This design comes from an exercise in tuning for small area, a short achievable clock period and few clock cycles on the open sky130 flow, not from production work. In this exercise RTL edits were held to simulation tests only and were not proved equivalent to the original. No activity file was given, so power comes from the tool's default toggle rates.

==> flow/design.v (excerpt) <==
module reorder_crossbar (
    input  logic                                clk,
    input  logic                                arst_n,
    input  logic                                in_valid,
    input  logic [8*(16 + 2 + (2 * (16 + 4 + 2)))-1:0]       in_pe,
    input  logic [4*8-1:0]      in_data,
    output logic                                in_ready,
    output logic                                out_valid,
    output logic [((16 + 1 + 4 * 8) + 4 * ((2 * (16 + 4 + 2)) + 1))-1:0]                  out_beat,
    input  logic                                out_ready
);
    localparam int NPE    = 8;
    localparam int HIW    = 4;
    localparam int HIWL   = 2;
    localparam int AW     = 16;
    localparam int ROW_W  = (2 * (16 + 4 + 2));
    localparam int PE_W   = (16 + 2 + (2 * (16 + 4 + 2)));
    localparam int LANE_W = ((2 * (16 + 4 + 2)) + 1);
    localparam int DW     = HIW * 8;
    logic load;
    logic hold;
    xbar_ready u_load  (.out_valid(out_valid), .out_ready(out_ready), .ready(load));
    xbar_ready u_ready (.out_valid(out_valid), .out_ready(out_ready), .ready(in_ready));
    assign hold = !load;
    logic [HIW-1:0] sel [NPE];
    logic [NPE-1:0] act;
    always_comb begin
        for (int i = 0; i < NPE; i++) begin
  ...
Size: ~1100 cells after synthesis, roughly 12000 µm² of cells after synthesis.
Settings: LEC_CHECK=0, CAP_MARGIN=20, CELL_PAD_IN_SITES_DETAIL_PLACEMENT=2, CELL_PAD_IN_SITES_GLOBAL_PLACEMENT=2, CORE_AREA=3 3 262 262, DIE_AREA=0 0 265 265, PLACE_DENSITY=0.45, SETUP_SLACK_MARGIN=2.0, SLEW_MARGIN=20, SYNTH_HIERARCHICAL=1, TNS_END_PERCENT=0; clock period 4.0 ns.
standard.sh (not shown) runs the stock make flow with config.mk's settings and CLKGATE_MAP_FILE= SYNTH_SCRIPT=/design/flow/synth_recipe.tcl, a recipe that flattens the netlist after the stock synthesis.
==> flow/flow/run.sh <==
#!/bin/bash
# Standard layout (standard.sh, the standard flow's own ORFS flow) with these changes:
#  - the port buffers are plain buf_1 cells instead of the delay buffers
#    buffer_ports picks by default (every port still gets its buffer);
#  - after ORFS's pin placement, flow/place_pins.tcl lays the pins out in the
#    order of flow/pin_order.txt (made by gen/make_pin_order.py), which keeps
#    each bit slice's inputs and outputs together;
#  - clock tree synthesis from clkbuf_8 cells, without dummy balancing loads.
# make's full output goes to standard.log; ORFS keeps each step's log under orfs/logs.
export BUFFER_PORTS_ARGS="-buffer_cell sky130_fd_sc_hd__buf_1"
export POST_IO_PLACEMENT_TCL="$PWD/flow/place_pins.tcl"
export FLOW_PIN_ORDER="$PWD/flow/pin_order.txt"
export CTS_ARGS="-sink_clustering_enable -repair_clock_nets -dont_use_dummy_load -buf_list sky130_fd_sc_hd__clkbuf_8"
bash standard.sh > standard.log 2>&1
Other scripts of this flow, unchanged in this note and not shown: flow/flow/pin_order.txt, flow/flow/place_pins.tcl
Testbench counts at the start, summed over its fixed seeds: cycles 9,200.
Then changed:
--- a/flow/flow/run.sh
+++ b/flow/flow/run.sh
@@ -6,9 +6,9 @@
 #    order of flow/pin_order.txt (made by gen/make_pin_order.py), which keeps
 #    each bit slice's inputs and outputs together;
-#  - clock tree synthesis from clkbuf_8 cells, without dummy balancing loads.
+#  - clock tree synthesis without dummy balancing loads.
 # make's full output goes to standard.log; ORFS keeps each step's log under orfs/logs.
 export BUFFER_PORTS_ARGS="-buffer_cell sky130_fd_sc_hd__buf_1"
 export POST_IO_PLACEMENT_TCL="$PWD/flow/place_pins.tcl"
 export FLOW_PIN_ORDER="$PWD/flow/pin_order.txt"
-export CTS_ARGS="-sink_clustering_enable -repair_clock_nets -dont_use_dummy_load -buf_list sky130_fd_sc_hd__clkbuf_8"
+export CTS_ARGS="-sink_clustering_enable -repair_clock_nets -dont_use_dummy_load"
 bash standard.sh > standard.log 2>&1
Settings changed: SETUP_SLACK_MARGIN 2.0 to default, TNS_END_PERCENT 0 to default.
=> Global-route usage shrinks by 1.5 points. Wire length shrinks by a few percent. Power grows by a few percent. Design area shrinks slightly. Maximum frequency shrinks by a quarter to a third. Sequential cell count is unchanged. Worst setup slack is worse by 0.66 ns. Hold slack is better by 0.12 ns. Clock power grows by about a fifth. Clock-buffer cell count shrinks by 17. Combinational power shrinks by a few percent.
Then changed:
Settings changed: CELL_PAD_IN_SITES_DETAIL_PLACEMENT 2 to 1, CELL_PAD_IN_SITES_GLOBAL_PLACEMENT 2 to 1, PLACE_DENSITY 0.45 to 0.5, SETUP_SLACK_MARGIN from default to 2.0, TNS_END_PERCENT from default to 0.
Total power fell by a few percent.
Hold slack loses 0.029 ns.
Synthesized area is unchanged.
Clock-buffer cell count fell by 4.
Flip-flop and latch count is unchanged.
Then changed:
Settings changed: CELL_PAD_IN_SITES_DETAIL_PLACEMENT 1 to 2, CELL_PAD_IN_SITES_GLOBAL_PLACEMENT 1 to 2, PLACE_DENSITY 0.5 to 0.45.
Result: The changed run finished with timing, DRC and antenna clean. Cell area climbs by a few percent. Wire length went up by about a fifth. Setup slack is worse by 0.0042 ns. Via count increases slightly. Synthesized cell count is unchanged. Worst hold slack gains 0.017 ns.

========
The RTL this note starts from:
==> flow/design.v <==
`timescale 1ns/1ps
`default_nettype none
module xbar_aoi3 (
    input  logic [2:0] a,
    input  logic [2:0] b,
    output logic       y_n
);
    assign y_n = !((a[0] & b[0]) | (a[1] & b[1]) | (a[2] & b[2]));
endmodule
module xbar_aoi2 (
    input  logic [1:0] a,
    input  logic [1:0] b,
    output logic       y_n
);
    assign y_n = !((a[0] & b[0]) | (a[1] & b[1]));
endmodule
module xbar_bit (
    input  logic [7:0] en,
    input  logic [7:0] d,
    input  logic       hold,
    input  logic       q,
    output logic       nxt
);
    logic [2:0] t_n;
    xbar_aoi3 u_t0 (.a(en[2:0]), .b(d[2:0]), .y_n(t_n[0]));
    xbar_aoi3 u_t1 (.a(en[5:3]), .b(d[5:3]), .y_n(t_n[1]));
    xbar_aoi3 u_t2 (.a({hold, en[7:6]}), .b({q, d[7:6]}), .y_n(t_n[2]));
    assign nxt = !(&t_n);
endmodule
module xbar_hold_bit (
    input  logic load,
    input  logic d,
    input  logic hold,
    input  logic q,
    output logic nxt
);
    assign nxt = (load & d) | (hold & q);
endmodule
`default_nettype wire
`timescale 1ns/1ps
`default_nettype none
module reorder_crossbar (
    input  logic                                clk,
    input  logic                                arst_n,
    input  logic                                in_valid,
    input  logic [8*(16 + 2 + (2 * (16 + 4 + 2)))-1:0]       in_pe,
    input  logic [4*8-1:0]      in_data,
    output logic                                in_ready,
    output logic                                out_valid,
    output logic [((16 + 1 + 4 * 8) + 4 * ((2 * (16 + 4 + 2)) + 1))-1:0]                  out_beat,
    input  logic                                out_ready
);
    localparam int NPE    = 8;
    localparam int HIW    = 4;
    localparam int HIWL   = 2;
    localparam int AW     = 16;
    localparam int ROW_W  = (2 * (16 + 4 + 2));
    localparam int PE_W   = (16 + 2 + (2 * (16 + 4 + 2)));
    localparam int LANE_W = ((2 * (16 + 4 + 2)) + 1);
    localparam int DW     = HIW * 8;
    logic load;
    logic hold;
    assign load     = !out_valid || out_ready;
    assign hold     = !load;
    assign in_ready = load;
    logic [HIW-1:0] sel [NPE];
    logic [NPE-1:0] act;
    always_comb begin
        for (int i = 0; i < NPE; i++) begin
            act[i] = load && in_pe[i*PE_W + PE_W - 1];
            for (int j = 0; j < HIW; j++) begin
                sel[i][j] = act[i] &&
                    (in_pe[i*PE_W + ROW_W + 1 +: HIWL] == HIWL'(j));
            end
        end
    end
    logic [AW-1:HIWL]     head_q, head_d;
    logic                 delim_q, delim_d;
    logic [DW-1:0]        data_q, data_d;
    logic [HIW-1:0]       rv_q, rv_d;
    logic [ROW_W-1:0]     row_q [HIW];
    logic [ROW_W-1:0]     row_d [HIW];
    logic [NPE-1:0]       lane_en  [HIW];
    logic [NPE-1:0]       row_bits [ROW_W];
    logic [NPE-1:0]       head_bits [AW];
    logic [NPE-1:0]       delim_bits;
    always_comb begin
        for (int i = 0; i < NPE; i++) begin
            for (int j = 0; j < HIW; j++) lane_en[j][i] = sel[i][j];
            for (int b = 0; b < ROW_W; b++) row_bits[b][i] = in_pe[i*PE_W + b];
            for (int b = 0; b < AW; b++) head_bits[b][i] = in_pe[i*PE_W + ROW_W + 1 + b];
            delim_bits[i] = in_pe[i*PE_W + ROW_W];
        end
    end
    for (genvar b = HIWL; b < AW; b++) begin : g_head
        xbar_bit u_bit (
            .en(act), .d(head_bits[b]), .hold(hold), .q(head_q[b]), .nxt(head_d[b]));
    end
    xbar_bit u_delim (
        .en(act), .d(delim_bits), .hold(hold), .q(delim_q), .nxt(delim_d));
    for (genvar j = 0; j < HIW; j++) begin : g_lane
        assign rv_d[j] = (hold & rv_q[j]) | (|lane_en[j]);
        for (genvar b = 0; b < ROW_W; b++) begin : g_row
            xbar_bit u_bit (
                .en(lane_en[j]), .d(row_bits[b]), .hold(hold), .q(row_q[j][b]),
                .nxt(row_d[j][b]));
        end
    end
    for (genvar b = 0; b < DW; b++) begin : g_data
        xbar_hold_bit u_bit (
            .load(load), .d(in_data[b]), .hold(hold), .q(data_q[b]), .nxt(data_d[b]));
    end
    always_ff @(posedge clk or negedge arst_n) begin
        if (!arst_n) begin
            out_valid <= 1'b0;
        end else if (load) begin
            out_valid <= in_valid;
        end
    end
    always_ff @(posedge clk) begin
        head_q  <= head_d;
        delim_q <= delim_d;
        data_q  <= data_d;
        rv_q    <= rv_d;
        for (int j = 0; j < HIW; j++) row_q[j] <= row_d[j];
    end
    always_comb begin
        out_beat[((16 + 1 + 4 * 8) + 4 * ((2 * (16 + 4 + 2)) + 1))-1 -: AW-HIWL]   = head_q;
        out_beat[((16 + 1 + 4 * 8) + 4 * ((2 * (16 + 4 + 2)) + 1))-AW +: HIWL]       = '0;
        out_beat[DW + HIW*LANE_W]        = delim_q;
        out_beat[HIW*LANE_W +: DW]       = data_q;
        for (int j = 0; j < HIW; j++)
            out_beat[j*LANE_W +: LANE_W] = {rv_q[j], row_q[j]};
    end
endmodule
`default_nettype wire
export LEC_CHECK = 0
export CAP_MARGIN = 20
export CORE_AREA = 3 3 262 262
export DIE_AREA = 0 0 265 265
export SLEW_MARGIN = 20
export SYNTH_HIERARCHICAL = 1
create_clock -name core_clock -period 4.0 [get_ports {clk}]
run.sh (not shown) runs the stock make flow with config.mk's settings and CLKGATE_MAP_FILE= SYNTH_SCRIPT=/design/flow/synth_recipe.tcl, a recipe that flattens the netlist after the stock synthesis.
Stock flow here: none of the scripts above is used.
Testbench counts at the start, summed over its fixed seeds: cycles 9,200.
Then changed:
==> flow/flow/run.sh (new file) <==
#!/bin/bash
# Standard layout (standard.sh, the standard flow's own ORFS flow) with two changes:
#  - the port buffers are plain buf_1 cells instead of the delay buffers
#    buffer_ports picks by default (every port still gets its buffer);
#  - clock tree synthesis without dummy balancing loads.
# make's full output goes to standard.log; ORFS keeps each step's log under orfs/logs.
export BUFFER_PORTS_ARGS="-buffer_cell sky130_fd_sc_hd__buf_1"
export CTS_ARGS="-sink_clustering_enable -repair_clock_nets -dont_use_dummy_load"
bash standard.sh > standard.log 2>&1
==> flow/standard.sh (new file) <==
#!/bin/bash
# synth_recipe.tcl (not shown) runs the flow's synth.tcl, then flattens the netlist and writes it again
# the make line also repeats each setting of config.mk as NAME=value (left out here)
make -C /OpenROAD-flow-scripts/flow DESIGN_CONFIG=/design/flow/config.mk WORK_HOME=/design/flow/orfs CLKGATE_MAP_FILE= SYNTH_SCRIPT=/design/flow/synth_recipe.tcl "${@:-finish}"
CELL_PAD_IN_SITES_DETAIL_PLACEMENT = 2   (was unset)
CELL_PAD_IN_SITES_GLOBAL_PLACEMENT = 2   (was unset)
PLACE_DENSITY = 0.45   (was unset)
SETUP_SLACK_MARGIN = 2.0   (was unset)
TNS_END_PERCENT = 0   (was unset)
removed: flow/run.sh
Result:
- total power went down by 8.6%
- combinational power went down by 22%
- clock power went down by about 6%
- final area went down by 20%
- count of clock-buffer cells in the layout went down by 13
- hold slack improves by 0.081 ns
- first-iteration DRC count went down by 36%
- global-route usage went up by 4.8 points
- utilization went down by 6.8 points
- maximum frequency went up by 24%

========
reorder_crossbar with an RTL version that a note above also has.
For scale: ~230 flip-flops, ~760 I/O pins, ~12000 µm² of cells after synthesis.
// reorder_crossbar
module reorder_crossbar (
    input  logic                                clk,
    input  logic                                arst_n,
    input  logic                                in_valid,
    input  logic [8*(16 + 2 + (2 * (16 + 4 + 2)))-1:0]       in_pe,
    input  logic [4*8-1:0]      in_data,
    output logic                                in_ready,
    output logic                                out_valid,
    output logic [((16 + 1 + 4 * 8) + 4 * ((2 * (16 + 4 + 2)) + 1))-1:0]                  out_beat,
    input  logic                                out_ready
);
    localparam int NPE    = 8;
    localparam int HIW    = 4;
    localparam int HIWL   = 2;
    localparam int AW     = 16;
    localparam int ROW_W  = (2 * (16 + 4 + 2));
    localparam int PE_W   = (16 + 2 + (2 * (16 + 4 + 2)));
    localparam int LANE_W = ((2 * (16 + 4 + 2)) + 1);
    localparam int DW     = HIW * 8;
    logic load;
    logic hold;
    xbar_ready u_load  (.out_valid(out_valid), .out_ready(out_ready), .ready(load));
    xbar_ready u_ready (.out_valid(out_valid), .out_ready(out_ready), .ready(in_ready));
    assign hold = !load;
    logic [HIW-1:0] sel [NPE];
    logic [NPE-1:0] act;
    always_comb begin
        for (int i = 0; i < NPE; i++) begin
            act[i] = load && in_pe[i*PE_W + PE_W - 1];
            for (int j = 0; j < HIW; j++) begin
                sel[i][j] = act[i] &&
                    (in_pe[i*PE_W + ROW_W + 1 +: HIWL] == HIWL'(j));
            end
        end
    end
    logic [AW-1:HIWL]     head_q, head_d;
    logic                 delim_q, delim_d;
    logic [DW-1:0]        data_q, data_d;
    logic [HIW-1:0]       rv_q, rv_d;
    logic [ROW_W-1:0]     row_q [HIW];
  ...
export LEC_CHECK = 0
export CAP_MARGIN = 20
export CELL_PAD_IN_SITES_DETAIL_PLACEMENT = 2
export CELL_PAD_IN_SITES_GLOBAL_PLACEMENT = 2
export CORE_AREA = 3 3 262 262
export DIE_AREA = 0 0 265 265
export PLACE_DENSITY = 0.45
export SETUP_SLACK_MARGIN = 2.0
export SLEW_MARGIN = 20
export SYNTH_HIERARCHICAL = 1
export TNS_END_PERCENT = 0
create_clock -name core_clock -period 4.0 [get_ports {clk}]
standard.sh (not shown) runs the stock make flow with config.mk's settings and CLKGATE_MAP_FILE= SYNTH_SCRIPT=/design/flow/synth_recipe.tcl, a recipe that flattens the netlist after the stock synthesis.
==> flow/flow/run.sh <==
#!/bin/bash
# Standard layout (standard.sh, the standard flow's own ORFS flow) with two changes:
#  - the port buffers are plain buf_1 cells instead of the delay buffers
#    buffer_ports picks by default (every port still gets its buffer);
#  - clock tree synthesis without dummy balancing loads, with sink clusters
#    of up to 20 registers within 150 um.
# make's full output goes to standard.log; ORFS keeps each step's log under orfs/logs.
export BUFFER_PORTS_ARGS="-buffer_cell sky130_fd_sc_hd__buf_1"
export CTS_ARGS="-sink_clustering_enable -repair_clock_nets -dont_use_dummy_load -sink_clustering_size 20 -sink_clustering_max_diameter 150"
bash standard.sh > standard.log 2>&1
Testbench counts at the start, summed over its fixed seeds: cycles 9,200.
Then changed:
==> flow/flow/run.sh (replaced) <==
#!/bin/bash
# Standard layout (standard.sh, the standard flow's own ORFS flow) with two changes:
#  - the port buffers are plain buf_1 cells instead of the delay buffers
#    buffer_ports picks by default (every port still gets its buffer);
#  - clock tree synthesis without dummy balancing loads.
# make's full output goes to standard.log; ORFS keeps each step's log under orfs/logs.
export BUFFER_PORTS_ARGS="-buffer_cell sky130_fd_sc_hd__buf_1"
export CTS_ARGS="-sink_clustering_enable -repair_clock_nets -dont_use_dummy_load"
bash standard.sh > standard.log 2>&1
Design area goes up slightly.
Die area does not change.
Clock-buffer cell count increases by 20.
Power goes up by about a fifth.
Sequential share of layout area drops by 0.26 points.
Critical path depth went up by 1.

========
## job 373
Starting RTL as in the previous note.
Settings: LEC_CHECK=0, CAP_MARGIN=20, CELL_PAD_IN_SITES_DETAIL_PLACEMENT=0, CELL_PAD_IN_SITES_GLOBAL_PLACEMENT=1, CORE_AREA=3 3 262 262, DIE_AREA=0 0 265 265, PLACE_DENSITY=0.55, SETUP_SLACK_MARGIN=2.0, SLEW_MARGIN=20, SYNTH_HIERARCHICAL=1, TNS_END_PERCENT=0; clock period 4.0 ns.
==> flow/flow/run.sh <==
#!/bin/bash
# Standard layout (standard.sh, the standard flow's own ORFS flow) with these changes:
#  - the port buffers are plain buf_1 cells instead of the delay buffers
#    buffer_ports picks by default (every port still gets its buffer);
#  - after ORFS's pin placement, flow/place_pins.tcl lays the pins out in the
#    order of flow/pin_order.txt (made by gen/make_pin_order.py), which keeps
#    each bit slice's inputs and outputs together;
#  - clock tree synthesis without dummy balancing loads.
# make's full output goes to standard.log; ORFS keeps each step's log under orfs/logs.
export BUFFER_PORTS_ARGS="-buffer_cell sky130_fd_sc_hd__buf_1"
export POST_IO_PLACEMENT_TCL="$PWD/flow/place_pins.tcl"
export FLOW_PIN_ORDER="$PWD/flow/pin_order.txt"
export CTS_ARGS="-sink_clustering_enable -repair_clock_nets -dont_use_dummy_load"
bash standard.sh > standard.log 2>&1
Other scripts of this flow, unchanged in this note and not shown: flow/flow/pin_order.txt, flow/flow/place_pins.tcl
Testbench counts of job 373, summed over its fixed seeds: cycles 9,200.
Input changes introduced in job 8695 (baseline for comparison: job 373):
- changing CELL_PAD_IN_SITES_GLOBAL_PLACEMENT from 1 to 2
- changing PLACE_DENSITY from 0.55 to 0.45
- changing SETUP_SLACK_MARGIN from 2.0 to 2.4
- changing CELL_PAD_IN_SITES_DETAIL_PLACEMENT from 0 to 2
Notes after the runs:
Delta (job 8695 minus job 373): latest clock arrival within the worst-skew pair has increased, multi-input logic cell count has increased, part of the power in registers has decreased. Looking only at combinational cell fraction of total power, and setting everything else aside, the higher value of job 8695 and job 373 goes to job 8695. Run comparison: job 373 top layer used by detailed routing met4; job 8695 top layer used by detailed routing met5. Route | job 8695 vs job 373 | wire longer in job 8695. Per the comparison of job 8695 with job 373, clock skew has increased, count of clock-net buffers in the final layout went up 2, number of buffers added to fix hold violations after cts closely matched the old numbers. register to register as the class of the tightest hold or removal check was reported by job 373, and input pin to register by job 8695.
For job 7830, these inputs were changed with respect to job 8695:
- changing PLACE_DENSITY from 0.45 to 0.5
- changing CELL_PAD_IN_SITES_DETAIL_PLACEMENT from 2 to 1
- changing TNS_END_PERCENT from 0 to 5
- changing CELL_PAD_IN_SITES_GLOBAL_PLACEMENT from 2 to 1
- changing SETUP_SLACK_MARGIN from 2.4 to 2.0
Results
Every run in the comparison, job 8695 and job 7830, completed the flow with a clean layout.
Compared with job 8695, in job 7830 via count of the first global-routing pass saw a decrease; number of max-slew violations in the final report saw little to no change; final cell count saw an increase.
Job 7830 against job 8695: worst hold slack across all endpoints moved down; cell area +3.0%; worst setup slack higher; total wire length after detailed routing shows a reduction of 9.8%.
Row routed length on met1: job 7830 lower / job 8695 higher
Job 7830 -> job 8695: data arrival at the endpoint of the critical path flat
The higher total power of job 8695 and job 7830 is in job 8695.
[inputs] job 6845 vs job 7830
- a change of TNS_END_PERCENT from 5 to 0
==> flow/flow/run.sh <==
#!/bin/bash
# Standard layout (standard.sh, the standard flow's own ORFS flow) with these changes:
#  - the port buffers are plain buf_1 cells instead of the delay buffers
#    buffer_ports picks by default (every port still gets its buffer);
#  - after ORFS's pin placement, flow/place_pins.tcl lays the pins out in the
#    order of flow/pin_order.txt (made by gen/make_pin_order.py), which keeps
#    each bit slice's inputs and outputs together;
#  - after global placement, flow/upsize_ports.tcl makes the port buffers of
#    the widely fanned-out control inputs buf_4;
#  - clock tree synthesis without dummy balancing loads.
# make's full output goes to standard.log; ORFS keeps each step's log under orfs/logs.
export BUFFER_PORTS_ARGS="-buffer_cell sky130_fd_sc_hd__buf_1"
export POST_IO_PLACEMENT_TCL="$PWD/flow/place_pins.tcl"
export FLOW_PIN_ORDER="$PWD/flow/pin_order.txt"
export POST_GLOBAL_PLACE_TCL="$PWD/flow/upsize_ports.tcl"
export CTS_ARGS="-sink_clustering_enable -repair_clock_nets -dont_use_dummy_load"
bash standard.sh > standard.log 2>&1
==> flow/flow/upsize_ports.tcl (new file) <==
# Runs after global placement (POST_GLOBAL_PLACE_TCL): the port buffers of
# the control inputs (each PE's mask and lane-select address bits, and
# out_ready), whose nets fan out across the whole design, become buf_4
# instead of buf_1. Every port keeps its one buffer.
set block [ord::get_db_block]
set ports {out_ready}
for { set i 0 } { $i < 8 } { incr i } {
  foreach b {61 45 46} { lappend ports "in_pe\[[expr {$i * 62 + $b}]\]" }
}
set master [[ord::get_db] findMaster sky130_fd_sc_hd__buf_4]
set n 0
foreach p $ports {
  set bt [$block findBTerm $p]
  if { $bt eq "NULL" } { continue }
  foreach it [[$bt getNet] getITerms] {
    set inst [$it getInst]
    if { [[$inst getMaster] getName] eq "sky130_fd_sc_hd__buf_1" } {
      $inst swapMaster $master
      incr n
    }
  }
}
puts "upsize_ports.tcl: $n port buffers now buf_4"
==> comparison <==
Job 6845 completed; timing, DRC and antenna clean
Of job 7830 and job 6845, job 6845 shows the higher transition at the pin with the smallest max-transition slack, with job 7830 below it.
Final total power: job 6845 vs job 7830 down about 2.6%
Diff job 7830 -> job 6845: portion of total power attributed to the clock network saw an increase, non-clock buffer count decreased 5.6%.
Looking only at placed instance area, and setting everything else aside, the higher value of job 7830 and job 6845 goes to job 6845.

separate check: timing with driven ports:
The flow's constraints put no driver on any port. The routed layouts listed below were extracted and timed again, unchanged, in two steps.
Step 1 (the two cells are an assumption about what drives the block):
set clk [get_ports {clk}]
set_driving_cell -lib_cell sky130_fd_sc_hd__clkbuf_16 $clk
set_driving_cell -lib_cell sky130_fd_sc_hd__buf_2 [delete_from_list [all_inputs] $clk]
Step 2 adds t to the input delays and takes it off the output delays; t is the mean of the earliest and latest rising clock arrival at the registers after step 1. Input paths then give back, and output paths get back, about the clock's delay inside the block.
Slacks: ideal ports / drivers / drivers and shift; pairs: ideal ports / drivers.
run	shift t [ns]	setup slack, ns	hold slack, ns	latest minus earliest clock arrival (ns)
the first run of note 1	0.694	1.823 / 1.777 / 1.161	0.345 / 0.314 / 0.471	0.074 / 0.074
the second run of note 1	0.593	1.166 / 1.175 / 0.602	0.466 / 0.434 / 0.472	0.051 / 0.051
the third run of note 1	0.646	1.896 / 1.857 / 1.248	0.437 / 0.399 / 0.467	0.058 / 0.058
the fourth run of note 1	0.599	1.892 / 1.882 / 1.305	0.454 / 0.420 / 0.471	0.038 / 0.038
the first run of note 2	0.641	1.200 / 1.171 / 0.638	0.359 / 0.469 / 0.469	0.020 / 0.020
the second run of note 2	0.599	1.739 / 1.678 / 1.184	0.440 / 0.408 / 0.468	0.047 / 0.047
the first run of note 3	0.583	1.802 / 1.798 / 1.215	0.071 / 0.115 / 0.481	0.036 / 0.036
the second run of note 3	0.599	1.853 / 1.833 / 1.234	0.067 / 0.114 / 0.466	0.043 / 0.044
job 373	0.570	1.941 / 1.906 / 1.424	0.471 / 0.453 / 0.471	0.036 / 0.036
job 8695	0.602	1.843 / 1.850 / 1.278	0.451 / 0.415 / 0.472	0.041 / 0.042
job 7830	0.641	1.958 / 1.930 / 1.338	0.437 / 0.405 / 0.467	0.060 / 0.060
job 6845	0.637	1.882 / 1.882 / 1.284	0.457 / 0.427 / 0.468	0.078 / 0.077
After both steps every run listed still meets setup and hold. The setup slack of the first run of note 1, which loses most, moves by -0.046 ns with the drivers and by -0.662 ns with both steps.
